From an optimization exercise on the open Yosys and OpenROAD flow, aimed at small area and few clock cycles; shortcuts taken in it are not production practice.

the reference run:
// vlsu_load_top
module vlsu_load_top #(
  parameter int unsigned NrLanes   = vlsu_pkg::NrLanesDef,
  parameter int unsigned MetaDepth = 2,
  parameter int unsigned LaneDepth = 4
) (
  input  logic                       clk_i,
  input  logic                       rst_ni,
  input  logic                       axi_r_valid_i,
  output logic                       axi_r_ready_o,
  input  logic [32:0]                axi_r_i,
  input  logic                       txn_valid_i,
  output logic                       txn_ready_o,
  input  logic [16:0]                txn_i,
  input  logic                       meta_valid_i,
  output logic                       meta_ready_o,
  input  logic [9:0]                 meta_i,
  output logic                       wb_valid_o,
  input  logic                       wb_ready_i,
  output logic [23:0]                wb_o,
  output logic [$clog2(NrLanes)-1:0] wb_lane_o
);
==> module vlsu_load_top, before the edit <==
module vlsu_load_top #(
  parameter int unsigned NrLanes   = vlsu_pkg::NrLanesDef,
  parameter int unsigned MetaDepth = 2,
  parameter int unsigned LaneDepth = 4
) (
  input  logic                       clk_i,
  input  logic                       rst_ni,
  input  logic                       axi_r_valid_i,
  output logic                       axi_r_ready_o,
  input  logic [32:0]                axi_r_i,
  input  logic                       txn_valid_i,
  output logic                       txn_ready_o,
  input  logic [16:0]                txn_i,
  input  logic                       meta_valid_i,
  output logic                       meta_ready_o,
  input  logic [9:0]                 meta_i,
  output logic                       wb_valid_o,
  input  logic                       wb_ready_i,
  output logic [23:0]                wb_o,
  output logic [$clog2(NrLanes)-1:0] wb_lane_o
);
  vlsu_pkg::axi_r_t    axi_r;
  vlsu_pkg::txn_ctrl_t txn;
  vlsu_pkg::meta_t     meta;
  assign axi_r = axi_r_i;
  assign txn   = txn_i;
  assign meta  = meta_i;
  logic       busy_q;           
  logic       pend_q;           
  logic [3:0] ptr_q;            
  logic [1:0] lo_q;             
  logic [3:0] row_q;            
  logic       mid_q;            
  logic [2:0] idx_q;            
  logic [2:0][3:0] buf_q;       
  logic [3:0] start_ptr, ptr, row;
  logic [1:0] lo, f, lane;
  logic       mid, active, held;
  assign start_ptr = meta.vstart[3:0] << meta.sew;
  assign active    = busy_q || meta_valid_i;
  assign ptr       = busy_q ? ptr_q : start_ptr;
  assign lo        = busy_q ? lo_q  : start_ptr[1:0];
  assign row       = busy_q ? row_q : 4'd0;
  assign held      = busy_q || pend_q;
  assign mid       = busy_q && mid_q;
  assign f         = ptr[1:0];
  assign lane      = ptr[3:2];
  assign meta_ready_o = !busy_q && !(pend_q && !do_step);
  logic [2:0] lower, idx, s;
  logic [3:0] upper, avail, room, rem;
  logic       final_beat, close, beat_v;
  assign beat_v     = axi_r_valid_i && txn_valid_i && active;
  assign final_beat = txn.is_final && axi_r.last;
  assign lower      = txn.is_head ? txn.head_nb : 3'd0;
  assign upper      = (txn.rmn_beat == '0) ? txn.lb_nb : 4'd8;
  assign idx        = mid ? idx_q : lower;
  assign avail      = upper - {1'b0, idx};
  assign room       = 4'd4 - {2'b0, f};
  assign close      = avail >= room;
  assign rem        = avail - room;
  assign s          = idx - {1'b0, f};
  logic [7:0][3:0] bnib, rot;
  assign bnib = axi_r.data;
  always_comb begin
    for (int unsigned i = 0; i < 8; i++) begin
      rot[i] = bnib[3'(i + 32'(s))];
    end
  end
  logic [3:0][3:0] out_nb;
  logic [3:0]      be;
  logic [2:0]      end_pos;    
  logic [1:0]      wr_lo;
  logic [2:0]      wr_hi;
  always_comb begin
    for (int unsigned i = 0; i < 4; i++) begin
      out_nb[i] = (i < 32'(ptr_q[1:0]) && held) ? buf_q[i] : rot[i];
    end
  end
  assign end_pos = close ? 3'd4 : ({1'b0, f} + avail[2:0]);
  assign wr_lo   = held ? lo_q : start_ptr[1:0];
  assign wr_hi   = pend_q ? {1'b0, ptr_q[1:0]} : end_pos;
  always_comb begin
    for (int unsigned i = 0; i < 4; i++) begin
      be[i] = (i >= 32'(wr_lo)) && (i < 32'(wr_hi));
    end
  end
  logic wr, do_step, take, done, stash;
  logic beat_wr;
  assign beat_wr = beat_v && (close || final_beat);
  assign wr      = pend_q || beat_wr;
  assign do_step = beat_v && (pend_q ? (!beat_wr && wb_ready_i) : (!wr || wb_ready_i));
  assign stash   = close && (rem < 4'd4);
  assign take    = do_step && (close ? stash : 1'b1);
  assign done    = take && final_beat;
  assign axi_r_ready_o = take;
  assign txn_ready_o   = take;
  assign wb_valid_o = wr;
  assign wb_o       = {out_nb, be, held ? row_q : 4'd0};
  assign wb_lane_o  = held ? ptr_q[3:2] : start_ptr[3:2];
  always_ff @(posedge clk_i or negedge rst_ni) begin
    if (!rst_ni) begin
      busy_q <= 1'b0;
      pend_q <= 1'b0;
    end else begin
      busy_q <= (busy_q || (meta_valid_i && meta_ready_o)) && !done;
      if (pend_q) begin
        pend_q <= !wb_ready_i;
      end else begin
        pend_q <= done && close && (rem != 4'd0);
      end
    end
  end
  always_ff @(posedge clk_i) begin
    ptr_q <= ptr;
    lo_q  <= lo;
    row_q <= row;
    mid_q <= mid;
    if (!do_step) begin
    end else if (close) begin
      ptr_q <= {lane + 2'd1, stash ? rem[1:0] : 2'd0};
      lo_q  <= 2'd0;
      row_q <= (lane == 2'd3) ? row + 4'd1 : row;
      mid_q <= !take;
    end else begin
      ptr_q <= {lane, f + avail[1:0]};
      mid_q <= 1'b0;
    end
    if (pend_q && !do_step) begin
      ptr_q <= ptr_q;
      lo_q  <= lo_q;
      row_q <= row_q;
    end
    if (do_step) begin
      idx_q <= idx + room[2:0];
      for (int unsigned p = 0; p < 3; p++) begin
        buf_q[p] <= close ? rot[4+p] : (pend_q ? rot[p] : out_nb[p]);
      end
    end
  end
endmodule
==> flow/config.mk <==
export PLATFORM = sky130hd
export DESIGN_NAME = vlsu_load_top
export DESIGN_NICKNAME = vlsu_load_top
export VERILOG_FILES = /design/flow/design.v
export SDC_FILE = /design/flow/constraint.sdc
export NUM_CORES = 4
export LEC_CHECK = 0
export ABC_AREA = 1
export CAP_MARGIN = 20
export CORE_MARGIN = 2
export CORE_UTILIZATION = 40
export PLACE_DENSITY = 0.6
export SLEW_MARGIN = 20
==> flow/constraint.sdc <==
create_clock -name core_clock -period 10.0 [get_ports {clk_i}]
set_input_delay 2.0000 -clock core_clock [delete_from_list [all_inputs] [get_ports {clk_i}]]
set_output_delay 2.0000 -clock core_clock [all_outputs]
set_load 0.01 [all_outputs]
run.sh (not shown) runs the stock make flow with config.mk's settings and CLKGATE_MAP_FILE= SYNTH_SCRIPT=/design/flow/synth_recipe.tcl, a recipe that flattens the netlist after the stock synthesis.
The inputs of the trial run differ from those of the reference run as listed below.
==> flow/design.v, changed modules only <==
module vlsu_load_top #(
  parameter int unsigned NrLanes   = vlsu_pkg::NrLanesDef,
  parameter int unsigned MetaDepth = 2,
  parameter int unsigned LaneDepth = 4
) (
  input  logic                       clk_i,
  input  logic                       rst_ni,
  input  logic                       axi_r_valid_i,
  output logic                       axi_r_ready_o,
  input  logic [32:0]                axi_r_i,
  input  logic                       txn_valid_i,
  output logic                       txn_ready_o,
  input  logic [16:0]                txn_i,
  input  logic                       meta_valid_i,
  output logic                       meta_ready_o,
  input  logic [9:0]                 meta_i,
  output logic                       wb_valid_o,
  input  logic                       wb_ready_i,
  output logic [23:0]                wb_o,
  output logic [$clog2(NrLanes)-1:0] wb_lane_o
);
  vlsu_pkg::axi_r_t    axi_r;
  vlsu_pkg::txn_ctrl_t txn;
  vlsu_pkg::meta_t     meta;
  assign axi_r = axi_r_i;
  assign txn   = txn_i;
  assign meta  = meta_i;
  logic       busy_q;           
  logic [3:0] ptr_q;            
  logic [1:0] lo_q;             
  logic [3:0] row_q;            
  logic       mid_q;            
  logic [2:0] idx_q;            
  logic [2:0][3:0] buf_q;       
  logic [3:0] start_ptr, ptr, row;
  logic [1:0] lo, f, lane;
  logic       mid, active;
  assign start_ptr = meta.vstart[3:0] << meta.sew;
  assign active    = busy_q || meta_valid_i;
  assign ptr       = busy_q ? ptr_q : start_ptr;
  assign lo        = busy_q ? lo_q  : start_ptr[1:0];
  assign row       = busy_q ? row_q : 4'd0;
  assign mid       = busy_q && mid_q;
  assign f         = ptr[1:0];
  assign lane      = ptr[3:2];
  assign meta_ready_o = !busy_q;
  logic [2:0] lower, idx, s;
  logic [3:0] upper, avail, room, rem;
  logic       final_beat, close, beat_v;
  assign beat_v     = axi_r_valid_i && txn_valid_i && active;
  assign final_beat = txn.is_final && axi_r.last;
  assign lower      = txn.is_head ? txn.head_nb : 3'd0;
  assign upper      = (txn.rmn_beat == '0) ? txn.lb_nb : 4'd8;
  assign idx        = mid ? idx_q : lower;
  assign avail      = upper - {1'b0, idx};
  assign room       = 4'd4 - {2'b0, f};
  assign close      = avail >= room;
  assign rem        = avail - room;
  assign s          = idx - {1'b0, f};
  logic [7:0][3:0] bnib, rot;
  assign bnib = axi_r.data;
  always_comb begin
    for (int unsigned i = 0; i < 8; i++) begin
      rot[i] = bnib[3'(i + 32'(s))];
    end
  end
  logic [3:0][3:0] out_nb;
  logic [3:0]      be;
  logic [2:0]      end_pos;    
  always_comb begin
    for (int unsigned i = 0; i < 4; i++) begin
      out_nb[i] = (i < 32'(f)) ? buf_q[i] : rot[i];
    end
  end
  assign end_pos = close ? 3'd4 : ({1'b0, f} + avail[2:0]);
  always_comb begin
    for (int unsigned i = 0; i < 4; i++) begin
      be[i] = (i >= 32'(lo)) && (i < 32'(end_pos));
    end
  end
  logic wr, do_step, take, done, stash;
  assign wr      = beat_v && (close || final_beat);
  assign do_step = beat_v && (!wr || wb_ready_i);
  assign stash   = close && !final_beat && (rem < 4'd4);
  assign take    = do_step && (close ? (stash || rem == 4'd0) : 1'b1);
  assign done    = take && final_beat;
  assign axi_r_ready_o = take;
  assign txn_ready_o   = take;
  assign wb_valid_o = wr;
  assign wb_o       = {out_nb, be, row};
  assign wb_lane_o  = lane;
  always_ff @(posedge clk_i or negedge rst_ni) begin
    if (!rst_ni) begin
      busy_q <= 1'b0;
    end else begin
      busy_q <= active && !done;
    end
  end
  always_ff @(posedge clk_i) begin
    ptr_q <= ptr;
    lo_q  <= lo;
    row_q <= row;
    mid_q <= mid;
    if (!do_step) begin
    end else if (close) begin
      ptr_q <= {lane + 2'd1, stash ? rem[1:0] : 2'd0};
      lo_q  <= 2'd0;
      row_q <= (lane == 2'd3) ? row + 4'd1 : row;
      mid_q <= !take;
    end else begin
      ptr_q <= {lane, f + avail[1:0]};
      mid_q <= 1'b0;
    end
    if (do_step) begin
      idx_q <= idx + room[2:0];
      for (int unsigned p = 0; p < 3; p++) begin
        buf_q[p] <= close ? rot[4+p] : out_nb[p];
      end
    end
  end
endmodule
[summary]
After detailed routing, the reference run needs more wire than the trial run. Delta (the trial run minus the reference run): count of flip-flops with a built-in enable after synthesis went down; length of routed met3 wiring grew by 21 um; maximum frequency has decreased. Looking at worst path setup slack after routing, the trial run sits 560 ps lower than the reference run does. Comparing worst hold-check slack for the reference run and the trial run, the bigger number came from the reference run.
Function was not checked in any run of this note: the RTL went through the layout flow alone.

==> port drivers added, routing unchanged <==
No port has a modelled driver above. Below, the same layouts with a new extraction and two added sets of constraints.
Step 1 assumes that a clkbuf_16 drives the clock port and a buf_2 every other input.
Step 2 adds t to the input delays and takes it off the output delays; t is the mean of the earliest and latest rising clock arrival at the registers after step 1. Input paths then give back, and output paths get back, about the clock's delay inside the block.
Three values: ideal ports, drivers, drivers and shift; two values: the first two.
| run | t, ns | setup slack, ns | worst hold slack (ns) | cell pins on the clock port's net |
|---|---|---|---|---|
| the reference run | 0.312 | 1.724 / 1.695 / 1.695 | 0.587 / 0.587 / 0.587 | 1 |
| the trial run | 0.318 | 1.159 / 1.135 / 1.135 | 0.502 / 0.502 / 0.502 | 1 |
After both steps every run listed still meets setup and hold. For the reference run, which loses most, drivers alone change the setup slack by -0.029 ns; drivers and shift together by -0.029 ns.
